This is an optimization exercise on Yosys and OpenROAD, whose aim is small area, not a production implementation.
At most, simulation tests tie the RTL to the original design; equivalence was not proved.
No activity file was given, so power comes from the tool's default toggle rates.

## alpha
==> flow/design.v <==
`timescale 1ns/100ps
`default_nettype none
module measure_core (
  input  wire logic        gmii_tx_clk,
  input  wire logic        sys_rst,
  input  wire logic        sec_oneshot,
  input  wire logic [31:0] global_counter,
  input  wire logic [9:0]  rx_in,            
  output logic      [7:0]  gmii_txd,
  output logic             gmii_tx_en,
  output logic      [31:0] rx_pps,
  output logic      [31:0] rx_throughput,
  output logic      [31:0] rx_latency
);
  localparam logic [47:0] OWN_MAC  = 48'h003776_000101;
  localparam logic [31:0] OWN_IPV4 = {8'd10, 8'd0, 8'd21, 8'd105};
  wire       rx_valid  = rx_in[9];
  wire       rx_infr   = rx_in[8];
  wire [7:0] rx_data   = rx_in[7:0];
  wire       beat_byte = rx_valid & rx_infr;
  wire       beat_end  = rx_valid & ~rx_infr;
  logic [15:0] byte_cnt;
  logic        rx_closed;
  logic        stat_done;
  logic        arp_ok;      
  logic        magic_ok;    
  logic [47:0] rx_src_mac;
  logic [31:0] rx_ip;       
  wire       cnt_live = beat_byte & ~rx_closed;
  wire       decide   = cnt_live && (byte_cnt == 16'd51);
  logic      ok_first;    
  logic      ok_byte;     
  logic [7:0] ok_exp;
  always_comb begin
    ok_first = 1'b0;
    ok_byte  = 1'b1;
    ok_exp   = 8'h00;
    case (byte_cnt)
      16'd12: begin ok_first = 1'b1; ok_exp = 8'h08; end
      16'd13: ok_exp = 8'h06;
      16'd20: ok_exp = 8'h00;
      16'd21: ok_exp = 8'h01;
      16'd38: ok_exp = OWN_IPV4[31:24];
      16'd39: ok_exp = OWN_IPV4[23:16];
      16'd40: ok_exp = OWN_IPV4[15:8];
      16'd41: ok_exp = OWN_IPV4[7:0];
      default: ok_byte = 1'b0;
    endcase
  end
  logic      mg_byte;
  logic [7:0] mg_exp;
  always_comb begin
    mg_byte = 1'b1;
    mg_exp  = 8'h00;
    case (byte_cnt)
      16'd42: mg_exp = 8'hcc;
      16'd43: mg_exp = 8'h55;
      16'd44: mg_exp = 8'haa;
      16'd45: mg_exp = 8'h33;
      16'd46: mg_exp = 8'h0f;
      default: mg_byte = 1'b0;
    endcase
  end
  wire in_mac   = (byte_cnt >= 16'd6)  && (byte_cnt < 16'd12);
  wire in_ip    = (byte_cnt >= 16'd28) && (byte_cnt < 16'd32);
  wire in_stamp = (byte_cnt >= 16'd47) && (byte_cnt < 16'd51);
  always_ff @(posedge gmii_tx_clk) begin
    if (cnt_live) begin
      if (ok_byte) arp_ok <= (ok_first | arp_ok) & (rx_data == ok_exp);
      if (mg_byte) magic_ok <= ((byte_cnt == 16'd42) | magic_ok) & (rx_data == mg_exp);
      if (in_mac) rx_src_mac <= {rx_src_mac[39:0], rx_data};
      if (in_ip || (in_stamp && magic_ok)) rx_ip <= {rx_ip[23:0], rx_data};
    end
  end
  always_ff @(posedge gmii_tx_clk) begin
    if (beat_end) begin
    end else if (beat_byte) begin
      byte_cnt <= rx_closed ? 16'd1 : byte_cnt + 16'd1;
    end
  end
  always_ff @(posedge gmii_tx_clk) begin
    if (sys_rst) begin
      rx_closed <= 1'b1;
      stat_done <= 1'b0;
    end else begin
      stat_done <= beat_end && !rx_closed && (byte_cnt != 16'd0);
      if (beat_end)       rx_closed <= 1'b1;
      else if (beat_byte) rx_closed <= 1'b0;
    end
  end
  always_ff @(posedge gmii_tx_clk) begin
    if (sys_rst) begin
      rx_latency <= '0;
    end else if (decide && magic_ok) begin
      rx_latency <= global_counter - rx_ip;
    end
  end
  logic [31:0] pkt_acc;
  logic [31:0] byte_acc;
  always_ff @(posedge gmii_tx_clk) begin
    if (sys_rst || sec_oneshot) begin
      rx_pps        <= pkt_acc;
      rx_throughput <= byte_acc;
    end
  end
  always_ff @(posedge gmii_tx_clk) begin
    if (sys_rst || sec_oneshot) begin
      pkt_acc  <= '0;
      byte_acc <= '0;
    end else begin
      pkt_acc  <= pkt_acc + {31'h0, stat_done};
      byte_acc <= byte_acc + {16'h0, byte_cnt & {16{stat_done}}};
    end
  end
  logic        req_valid;
  logic [1:0]  q_count;
  logic [79:0] q_tail;
  logic [79:0] q_head;
  logic        pop;
  wire take = decide && arp_ok && !magic_ok && !q_count[1];
  always_ff @(posedge gmii_tx_clk) begin
    if (take) q_tail <= {rx_src_mac, rx_ip};
    if (pop || q_count == 2'd0) q_head <= q_tail;
  end
  always_ff @(posedge gmii_tx_clk) begin
    if (sys_rst) begin
      req_valid <= 1'b0;
      q_count   <= 2'd0;
    end else begin
      req_valid <= take;
      case ({req_valid, pop})
        2'b10:   q_count <= q_count + 2'd1;
        2'b01:   q_count <= q_count - 2'd1;
        default: q_count <= q_count;
      endcase
    end
  end
  logic [6:0]  tx_cnt;
  logic [47:0] dst_mac;
  logic [31:0] dst_ip;
  logic [31:0] crc_q;
  logic [7:0]  tx_byte;
  assign pop = ~gmii_tx_en & (q_count != 2'd0);
  function automatic logic [7:0] mac_byte(input logic [47:0] m, input logic [2:0] i);
    case (i)
      3'd0:    mac_byte = m[47:40];
      3'd1:    mac_byte = m[39:32];
      3'd2:    mac_byte = m[31:24];
      3'd3:    mac_byte = m[23:16];
      3'd4:    mac_byte = m[15:8];
      default: mac_byte = m[7:0];
    endcase
  endfunction
  always_comb begin
    case (tx_cnt)
      7'd7:  tx_byte = 8'hd5;
      7'd8, 7'd9, 7'd10, 7'd11, 7'd12, 7'd13:
             tx_byte = mac_byte(dst_mac, tx_cnt[2:0]);
      7'd14, 7'd30: tx_byte = OWN_MAC[47:40];
      7'd15, 7'd31: tx_byte = OWN_MAC[39:32];
      7'd16, 7'd32: tx_byte = OWN_MAC[31:24];
      7'd17, 7'd33: tx_byte = OWN_MAC[23:16];
      7'd18, 7'd34: tx_byte = OWN_MAC[15:8];
      7'd19, 7'd35: tx_byte = OWN_MAC[7:0];
      7'd20: tx_byte = 8'h08;
      7'd21: tx_byte = 8'h06;
      7'd22: tx_byte = 8'h00;
      7'd23: tx_byte = 8'h01;
      7'd24: tx_byte = 8'h08;
      7'd25: tx_byte = 8'h00;
      7'd26: tx_byte = 8'h06;
      7'd27: tx_byte = 8'h04;
      7'd28: tx_byte = 8'h00;
      7'd29: tx_byte = 8'h02;
      7'd36: tx_byte = OWN_IPV4[31:24];
      7'd37: tx_byte = OWN_IPV4[23:16];
      7'd38: tx_byte = OWN_IPV4[15:8];
      7'd39: tx_byte = OWN_IPV4[7:0];
      7'd40, 7'd41, 7'd42, 7'd43, 7'd44, 7'd45:
             tx_byte = mac_byte(dst_mac, tx_cnt[2:0]);
      7'd46: tx_byte = dst_ip[31:24];
      7'd47: tx_byte = dst_ip[23:16];
      7'd48: tx_byte = dst_ip[15:8];
      7'd49: tx_byte = dst_ip[7:0];
      7'd68, 7'd69, 7'd70, 7'd71: tx_byte = ~crc_q[7:0];
      default: tx_byte = (tx_cnt < 7'd7) ? 8'h55 : 8'h00;
    endcase
  end
  assign gmii_txd = gmii_tx_en ? tx_byte : 8'h00;
  function automatic logic [31:0] crc_byte(input logic [31:0] c, input logic [7:0] d);
    logic [31:0] r;
    logic        fb;
    r = c;
    for (int i = 0; i < 8; i++) begin
      fb = r[0] ^ d[i];
      r  = r >> 1;
      if (fb) r = r ^ 32'hedb88320;
    end
    crc_byte = r;
  endfunction
  wire       tx_fcs  = (tx_cnt >= 7'd68);
  wire [7:0] crc_din = tx_fcs ? crc_q[7:0] : tx_byte;
  always_ff @(posedge gmii_tx_clk) begin
    if (!gmii_tx_en || tx_cnt < 7'd8) crc_q <= 32'hffffffff;
    else                              crc_q <= crc_byte(crc_q, crc_din);
  end
  always_ff @(posedge gmii_tx_clk) begin
    if (sys_rst) begin
      gmii_tx_en <= 1'b0;
      tx_cnt     <= '0;
    end else if (pop) begin
      gmii_tx_en <= 1'b1;
      tx_cnt     <= '0;
    end else if (gmii_tx_en) begin
      if (tx_cnt == 7'd71) gmii_tx_en <= 1'b0;
      else                 tx_cnt <= tx_cnt + 7'd1;
    end
  end
  always_ff @(posedge gmii_tx_clk) begin
    if (pop) {dst_mac, dst_ip} <= q_head;
  end
endmodule
`default_nettype wire
export LEC_CHECK = 0
export CAP_MARGIN = 20
export CORE_MARGIN = 2
export CORE_UTILIZATION = 40
export SLEW_MARGIN = 20
create_clock -name core_clock -period 5.0 [get_ports {gmii_tx_clk}]
standard.sh (not shown) runs the stock make flow with config.mk's settings and CLKGATE_MAP_FILE= SYNTH_SCRIPT=/design/flow/synth_recipe.tcl, a recipe that flattens the netlist after the stock synthesis.
==> flow/flow/run.sh <==
#!/bin/bash
# Standard layout with small port buffers and a clock tree without dummy loads.
export BUFFER_PORTS_ARGS="-buffer_cell sky130_fd_sc_hd__buf_1"
export CTS_ARGS="-sink_clustering_enable -repair_clock_nets -dont_use_dummy_load -buf_list sky130_fd_sc_hd__clkbuf_8 -sink_clustering_size 16 -sink_clustering_max_diameter 60"
bash standard.sh > standard.log 2>&1
Setup changes, alpha to beta
-- flow/design.v --
<<< alpha, line 97
  end
  logic [31:0] pkt_acc;
  logic [31:0] byte_acc;
  always_ff @(posedge gmii_tx_clk) begin
    if (sys_rst || sec_oneshot) begin
      rx_pps        <= pkt_acc;
      rx_throughput <= byte_acc;
    end
  end
  always_ff @(posedge gmii_tx_clk) begin
    if (sys_rst || sec_oneshot) begin
      pkt_acc  <= '0;
      byte_acc <= '0;
    end else begin
      pkt_acc  <= pkt_acc + {31'h0, stat_done};
      byte_acc <= byte_acc + {16'h0, byte_cnt & {16{stat_done}}};
    end
  end
>>> beta, line 97
  end
  logic [31:0] pkt_acc;
  logic [15:0] byte_lo;
  logic [15:0] byte_hi;
  logic        byte_cy;
  wire  [16:0] lo_sum = {1'b0, byte_lo} + {1'b0, byte_cnt & {16{stat_done}}};
  wire  [15:0] hi_sum = byte_hi + {15'h0, byte_cy};
  always_ff @(posedge gmii_tx_clk) begin
    if (sys_rst || sec_oneshot) begin
      rx_pps        <= pkt_acc;
      rx_throughput <= {hi_sum, byte_lo};
    end
  end
  always_ff @(posedge gmii_tx_clk) begin
    if (sys_rst || sec_oneshot) begin
      pkt_acc <= '0;
      byte_lo <= '0;
      byte_hi <= '0;
      byte_cy <= 1'b0;
    end else begin
      pkt_acc <= pkt_acc + {31'h0, stat_done};
      byte_lo <= lo_sum[15:0];
      byte_hi <= hi_sum;
      byte_cy <= lo_sum[16];
    end
  end
[summary]
beta was carried through to the last stage, and its layout satisfied the timing, DRC and antenna checks. | layout overhead on the synthesized area | beta vs alpha | 0.64 points lower |. Wire: beta routes less than alpha. beta drops more vias than alpha. Per the comparison of beta with alpha, global-route track usage on met2 decreased 1.2 points, sequential logic power essentially unchanged, largest net degree at the start of global routing decreased 16%. Measured against each other, alpha and beta differ in first-pass GRT wire length, the higher figure coming from alpha.
Function not checked in beta: the RTL went through the layout flow alone.

## port drivers added, routing unchanged
In the flow no input, the clock included, has a driving cell. The finished layouts below were timed again as built, in two steps. Step 1: set_driving_cell puts a clkbuf_16 on gmii_tx_clk and a buf_2 on each other input, an assumption about the parent block. Step 2 times the ports against the registers' clock, not the clock port: input delays grow and output delays shrink by t, the midpoint of the rising clock arrivals with the driver on. Slacks: ideal ports / drivers / drivers and shift; pairs: ideal ports / drivers.
run | t, ns | slack for setup (ns) | latest minus earliest clock arrival (ns) | worst register clock-pin slew, ns | pins driven straight from the clock port
alpha | 0.672 | 0.195 / 0.138 / 0.624 | 0.111 / 0.110 | 0.10 / 0.10 | 1
beta | 0.667 | 0.391 / 0.337 / 1.004 | 0.062 / 0.062 | 0.10 / 0.10 | 1
After both steps setup and hold are still met in every run listed.
